This design comes from an exercise in tuning for small area, a short achievable clock period and few clock cycles per item on the open sky130 flow, not from production work.
Where RTL was checked, it was by simulation tests only, not by an equivalence proof against the original.
Power figures rest on the tool's default switching activity, not on a simulated workload.

Design band_topk_balanced_selector, start of the top module:
module band_topk_balanced_selector (
    input  logic                 i_clk,
    input  logic                 i_rst_n,
    input  logic                 i_in_valid,
    output logic                 o_in_ready,
    input  logic [33:0]          i_in_data,
    output logic                 o_out_valid,
    input  logic                 i_out_ready,
    output logic [18:0]          o_out_data,
    input  logic                 i_cfg_valid,
    output logic                 o_cfg_ready,
    input  logic [bts_pkg::CFG_IDX_W-1:0] i_cfg_index,
    input  logic [bts_pkg::BAND_W-1:0]    i_cfg_data
);
    localparam int NS     = bts_pkg::HEAP_SLOTS;      
    localparam int NP     = 2 * NS;                   
    localparam int SNAP_K = 6;                        
    localparam int LIVE_P = 2 * (NS - 1 - SNAP_K);    
    function automatic logic key_lt(input logic [14:0] a, input logic [14:0] b);
        logic [15:0] l;
        logic [15:0] e;
        l = {1'b0, ~a & b};
        e = {1'b1, ~(a ^ b)};
        for (int w = 1; w < 16; w = w * 2) begin
            for (int k = 0; k < 16; k = k + 2 * w) begin
                l[k] = l[k+w] || (e[k+w] && l[k]);
                e[k] = e[k+w] && e[k];
            end
        end
        key_lt = l[0];
    endfunction
  ...
For scale: ~77 I/O pins, roughly 0.059 mm^2 of cells after synthesis.
clock: 8.0 ns
lec_check: 0
cap_margin: 20
core_margin: 2
core_utilization: 40
setup_slack_margin: 4.5
slew_margin: 20
run.sh (not shown) runs the stock make flow with config.mk's settings and CLKGATE_MAP_FILE= SYNTH_SCRIPT=/design/flow/synth_recipe.tcl, a recipe that flattens the netlist after the stock synthesis.
The starting point went through all stages and came out clean.
Rerun with:
--- a/flow/config.mk
+++ b/flow/config.mk
@@ -9,4 +9,4 @@
 export CORE_MARGIN = 2
 export CORE_UTILIZATION = 40
-export SETUP_SLACK_MARGIN = 4.5
+export SETUP_SLACK_MARGIN = 5.0
 export SLEW_MARGIN = 20
=> The new run produced a clean layout. Via count came out higher by 1.4%. Power came out higher by 0.74%. Critical path depth does not change. Die area is unchanged. Clock-buffer cell count came out lower by 10.
No run of this note included a check of the RTL's function; only the layout flow was run.

---

== fjord ==
Another version of the RTL of band_topk_balanced_selector (not shown whole).
Size: about 4,700 cells after synthesis, roughly 1,100 flip-flops, about 54,000 um2 of cells after synthesis.
## band_topk_balanced_selector
module band_topk_balanced_selector (
    input  logic                 i_clk,
    input  logic                 i_rst_n,
    input  logic                 i_in_valid,
    output logic                 o_in_ready,
    input  logic [33:0]          i_in_data,
    output logic                 o_out_valid,
    input  logic                 i_out_ready,
    output logic [18:0]          o_out_data,
    input  logic                 i_cfg_valid,
    output logic                 o_cfg_ready,
    input  logic [bts_pkg::CFG_IDX_W-1:0] i_cfg_index,
    input  logic [bts_pkg::BAND_W-1:0]    i_cfg_data
);
Settings: LEC_CHECK=0, CAP_MARGIN=20, CORE_MARGIN=2, CORE_UTILIZATION=50, PLACE_DENSITY=0.75, SETUP_SLACK_MARGIN=5.0, SLEW_MARGIN=20; clock period 8.0 ns.
Testbench counts of fjord, summed over its fixed seeds: cycles 7,246, items 4,800.
The inputs of ember differ from those of fjord as listed below.
Settings: changing CORE_UTILIZATION from 50 to 60; changing PLACE_DENSITY from 0.75 to 0.7.
--- outcome ---
ember finished every stage and its layout cleared the timing, DRC and antenna checks.
Register share of the cell area delta (fjord -> ember): insignificant
Total power was higher in ember than in fjord.
ember vs fjord — worst setup slack rose 18 ps.
Per the comparison of ember with fjord, total track usage climbed 9.4 points; final wirelength climbed 12,000 um; switching part of the total climbed 0.32 points.
ember -> fjord: design area flat
As far as clock transition time at the flip-flop clock pins of the worst setup and hold paths is concerned, ember and fjord perform about the same.
Delta (ember minus fjord): power in sequential cells did not really move; initial cell density of the core went up; net switching power of the design went up.
> inputs changed (ember -> amber)
Settings: CORE_UTILIZATION now 50, was 60; SETUP_SLACK_MARGIN now 4.5, was 5.0; PLACE_DENSITY no longer set, was 0.7.
[summary]
Across amber and ember, none had a timing, DRC or antenna violation.
| final core area utilization | higher: ember |
In the flow results for amber and ember, the setup slack is larger on ember.
| area growth from synthesis to layout | amber vs ember | 2.5 points lower |
Diff ember -> amber | clock buffer count | decrease of 12
As of amber, floorplan core area had risen by more than 10% compared to ember.
diff inputs: amber => lagoon
Settings: a change of SETUP_SLACK_MARGIN from 4.5 to 5.0; an added PLACE_DENSITY of 0.7.
Findings:
- The routed metal-1 wire length in lagoon was lower than what amber gave.
- Of the two values seen for critical path's slowest cell, sky130_fd_sc_hd__nor4_2 was produced by lagoon and sky130_fd_sc_hd__a221oi_1 by amber.
- Cmp lagoon and amber / area overhead of the layout relative to synthesis / lower: amber
- Initial antenna violation count was higher in the run labelled amber.
- The setup slack of lagoon is larger than that of amber.
- Re via count of the first global-routing pass: lagoon is 6.4% up on amber.
- Relative to amber, the total length of routed wires of lagoon is higher by about 6%.
- Hold slack improves in lagoon relative to amber.
- lagoon vs amber, clock tree skew after final layout went up by 17 ps.

---

Setup of v23:
Starting RTL as in the previous note.
Settings: LEC_CHECK=0, CAP_MARGIN=20, CORE_MARGIN=2, CORE_UTILIZATION=50, CTS_BUF_LIST=sky130_fd_sc_hd__clkbuf_8 sky130_fd_sc_hd__clkbuf_4, CTS_CLUSTER_SIZE=30, PLACE_DENSITY=0.7, SETUP_SLACK_MARGIN=5.0, SLEW_MARGIN=20; clock period 8.0 ns.
v23 has completed all stages; timing, DRC and antenna checks passed.
Testbench counts of v23, summed over its fixed seeds: cycles 7,246, items 4,800.
--- input diff v23..v42 ---
--- a/flow/config.mk
+++ b/flow/config.mk
@@ -9,7 +9,4 @@
 export CORE_MARGIN = 2
-export CORE_UTILIZATION = 50
-export CTS_BUF_LIST = sky130_fd_sc_hd__clkbuf_8 sky130_fd_sc_hd__clkbuf_4
-export CTS_CLUSTER_SIZE = 30
-export PLACE_DENSITY = 0.7
-export SETUP_SLACK_MARGIN = 5.0
+export CORE_UTILIZATION = 40
+export SETUP_SLACK_MARGIN = 4.5
 export SLEW_MARGIN = 20
--- outcome ---
Of v42 and v23, v23 shows the higher number of signal-net buffers in the layout, with v42 below it.
v42 vs. v23: met3 track demand over resource in global routing went down, worst setup slack shows a reduction of 330 ps, transition at the pin with the smallest max-transition slack rose 5.1 ps.
v42 against v23: design internal power shows no meaningful change, first-iteration DRC count moved down, number of filler cells placed in the layout went up 42%.
v23 vs v42, category of the most critical setup path: flop to output port vs flop to flop
Here is what was changed in the inputs of v2 compared with v42.
--- a/flow/config.mk
+++ b/flow/config.mk
@@ -9,4 +9,5 @@
 export CORE_MARGIN = 2
-export CORE_UTILIZATION = 40
-export SETUP_SLACK_MARGIN = 4.5
+export CORE_UTILIZATION = 50
+export PLACE_DENSITY = 0.8
+export SETUP_SLACK_MARGIN = 5.0
 export SLEW_MARGIN = 20
Findings:
- Diff v42 -> v2: global-route usage went up; wire length of the first global-routing pass moved down; relative contribution of the clock network to total power -0.9 points; worst hold slack did not really move; internal power summed over all cells level.

---

== run A ==
band_topk_balanced_selector again, from the RTL that the note above started with.
Settings: LEC_CHECK=0, CAP_MARGIN=20, CORE_MARGIN=2, CORE_UTILIZATION=50, GPL_ROUTABILITY_DRIVEN=0, PLACE_DENSITY=0.7, SETUP_SLACK_MARGIN=5.0, SLEW_MARGIN=20; clock period 8.0 ns.
Run A ended with every stage complete and zero timing, DRC or antenna violations.
Testbench counts of run A, summed over its fixed seeds: cycles 7,246, items 4,800.
For run B, these inputs were changed with respect to run A:
diff --git a/flow/config.mk b/flow/config.mk
--- a/flow/config.mk
+++ b/flow/config.mk
@@ -11 +10,0 @@
-export GPL_ROUTABILITY_DRIVEN = 0
@@ -13 +12 @@
-export SETUP_SLACK_MARGIN = 5.0
+export SETUP_SLACK_MARGIN = 4.75
Findings:
Compared with run A, in run B total number of vias moved up; count of fill cells added during filler insertion increased 144. [compare] base=run A new=run B: wire length of the first global-routing pass picked up an extra about 5%; achievable frequency lost 21 MHz. Per the comparison of run B with run A, final critical-path required period higher, part of the total power dissipated in combinational logic lower. A end point of the critical path of r_w[14] is what run B shows, while r_w[10] belongs to run A. Run B and run A ended up with roughly the same register cell area after layout. Final hold slack across run B and run A: no real change. Power density over cell area went up by a few percent going from run A to run B.

---

rev 12:
Another version of the RTL of band_topk_balanced_selector (not shown whole).
For scale: ~4800 cells after synthesis, roughly 1100 flip-flops, ~53000 um^2 of cells after synthesis.
Settings: LEC_CHECK=0, CAP_MARGIN=20, CORE_MARGIN=2, CORE_UTILIZATION=40, SETUP_SLACK_MARGIN=5.0, SLEW_MARGIN=20; clock period 8.0 ns.
Testbench counts of rev 12, summed over its fixed seeds: cycles 7,246, items 4,800.
For rev 13, these inputs were changed with respect to rev 12:
Settings: changing SETUP_SLACK_MARGIN from 5.0 to 4.5.
Going from rev 12 to rev 13, non-clock inverter instance count of the final layout -0.82%, number of vias after detailed routing -3.9%, post-synthesis to final-layout area growth -6.7 points, buffering stage count on the worst path with inverters included -1.
Comparing rev 13 and rev 12, highest net fanout along the worst path is higher on rev 12.
Compared with rev 12, global-route wire length before repair in rev 13 decreased by a few percent.
Comparing rev 12 against rev 13, there is no change at all in flip-flop and latch count.
Diff rev 12 -> rev 13: fmax saw little to no change; post-route clock period utilization saw little to no change.
In the final reports, the cell area of rev 13 is smaller than that of rev 12.
Power ended up 0.97% lower on rev 13 than on rev 12.

---

band_topk_balanced_selector, a different RTL version from the one above (not shown whole).
For scale: ~3,700 cells after synthesis, ~760 flip-flops, ~43,000 um2 of cells after synthesis.
Settings: LEC_CHECK=0, ABC_CLOCK_PERIOD_IN_PS=3000, CAP_MARGIN=20, CORE_MARGIN=2, CORE_UTILIZATION=40, SETUP_SLACK_MARGIN=4.8, SLEW_MARGIN=20; clock period 8.0 ns.
==> next run, changes <==
ABC_CLOCK_PERIOD_IN_PS = 4000   (was 3000)
SETUP_SLACK_MARGIN = 4.0   (was 4.8)
Effect:
- worst setup slack got worse by 19 ps
- combinational power goes down by a quarter to a third
- hold slack stays flat
- power goes down by a few percent
- via count goes down by roughly a tenth
- synthesized area stays the same
- first-iteration DRC count goes down by a quarter to a third
- synthesized cell count stays the same
- wire length goes down by about a fifth
Function was not checked in any run of this note: the RTL went through the layout flow alone.

-- re-timing with driven ports --
Ports are ideal in the flow. The routed layouts listed here were re-timed in OpenROAD. Step 1: set_driving_cell puts a clkbuf_16 on i_clk and a buf_2 on each other input, an assumption about the parent block. Step 2 also shifts input and output timing later by t, the mid clock arrival at the registers, as if the neighbouring blocks saw the same clock. a / b / c = ideal / step 1 / step 2; a / b = the first two.
run | t, ns | slack for setup (ns) | worst setup path at the end | latest minus earliest clock arrival (ns) | worst data-port slew with drivers (ns)
the first run of note 1 | 0.844 | 3.552 / 3.552 / 3.552 | register to register | 0.070 / 0.070 | 0.06
the second run of note 1 | 0.842 | 3.512 / 3.512 / 3.512 | register to register | 0.071 / 0.071 | 0.06
fjord | 0.774 | 4.881 / 4.881 / 4.273 | input to register | 0.045 / 0.046 | 0.08
ember | 0.804 | 4.899 / 4.899 / 4.354 | input to register | 0.063 / 0.063 | 0.07
amber | 0.801 | 4.533 / 4.533 / 3.969 | input to register | 0.051 / 0.051 | 0.07
lagoon | 0.805 | 4.896 / 4.896 / 4.332 | input to register | 0.063 / 0.063 | 0.04
v23 | 0.979 | 4.866 / 4.792 / 4.197 | input to register | 0.054 / 0.054 | 0.04
v42 | 0.827 | 4.534 / 4.530 / 3.774 | input to register | 0.072 / 0.072 | 0.04
v2 | 0.792 | 4.926 / 4.926 / 4.366 | input to register | 0.034 / 0.035 | 0.09
run A | 0.807 | 4.928 / 4.928 / 4.368 | input to register | 0.042 / 0.042 | 0.04
run B | 0.784 | 4.714 / 4.714 / 4.104 | input to register | 0.035 / 0.035 | 0.05
rev 12 | 0.843 | 4.541 / 4.572 / 3.729 | input to register | 0.078 / 0.078 | 0.06
rev 13 | 0.835 | 4.544 / 4.544 / 3.852 | input to register | 0.080 / 0.081 | 0.06
the first run of note 6 | 0.740 | 4.028 / 4.028 / 3.838 | input to register | 0.032 / 0.032 | 0.07
the second run of note 6 | 0.726 | 4.010 / 4.010 / 3.481 | input to register | 0.035 / 0.035 | 0.08
After both steps every run listed still meets setup and hold. For rev 12, which loses most, drivers alone change the setup slack by +0.031 ns; drivers and shift together by -0.812 ns.
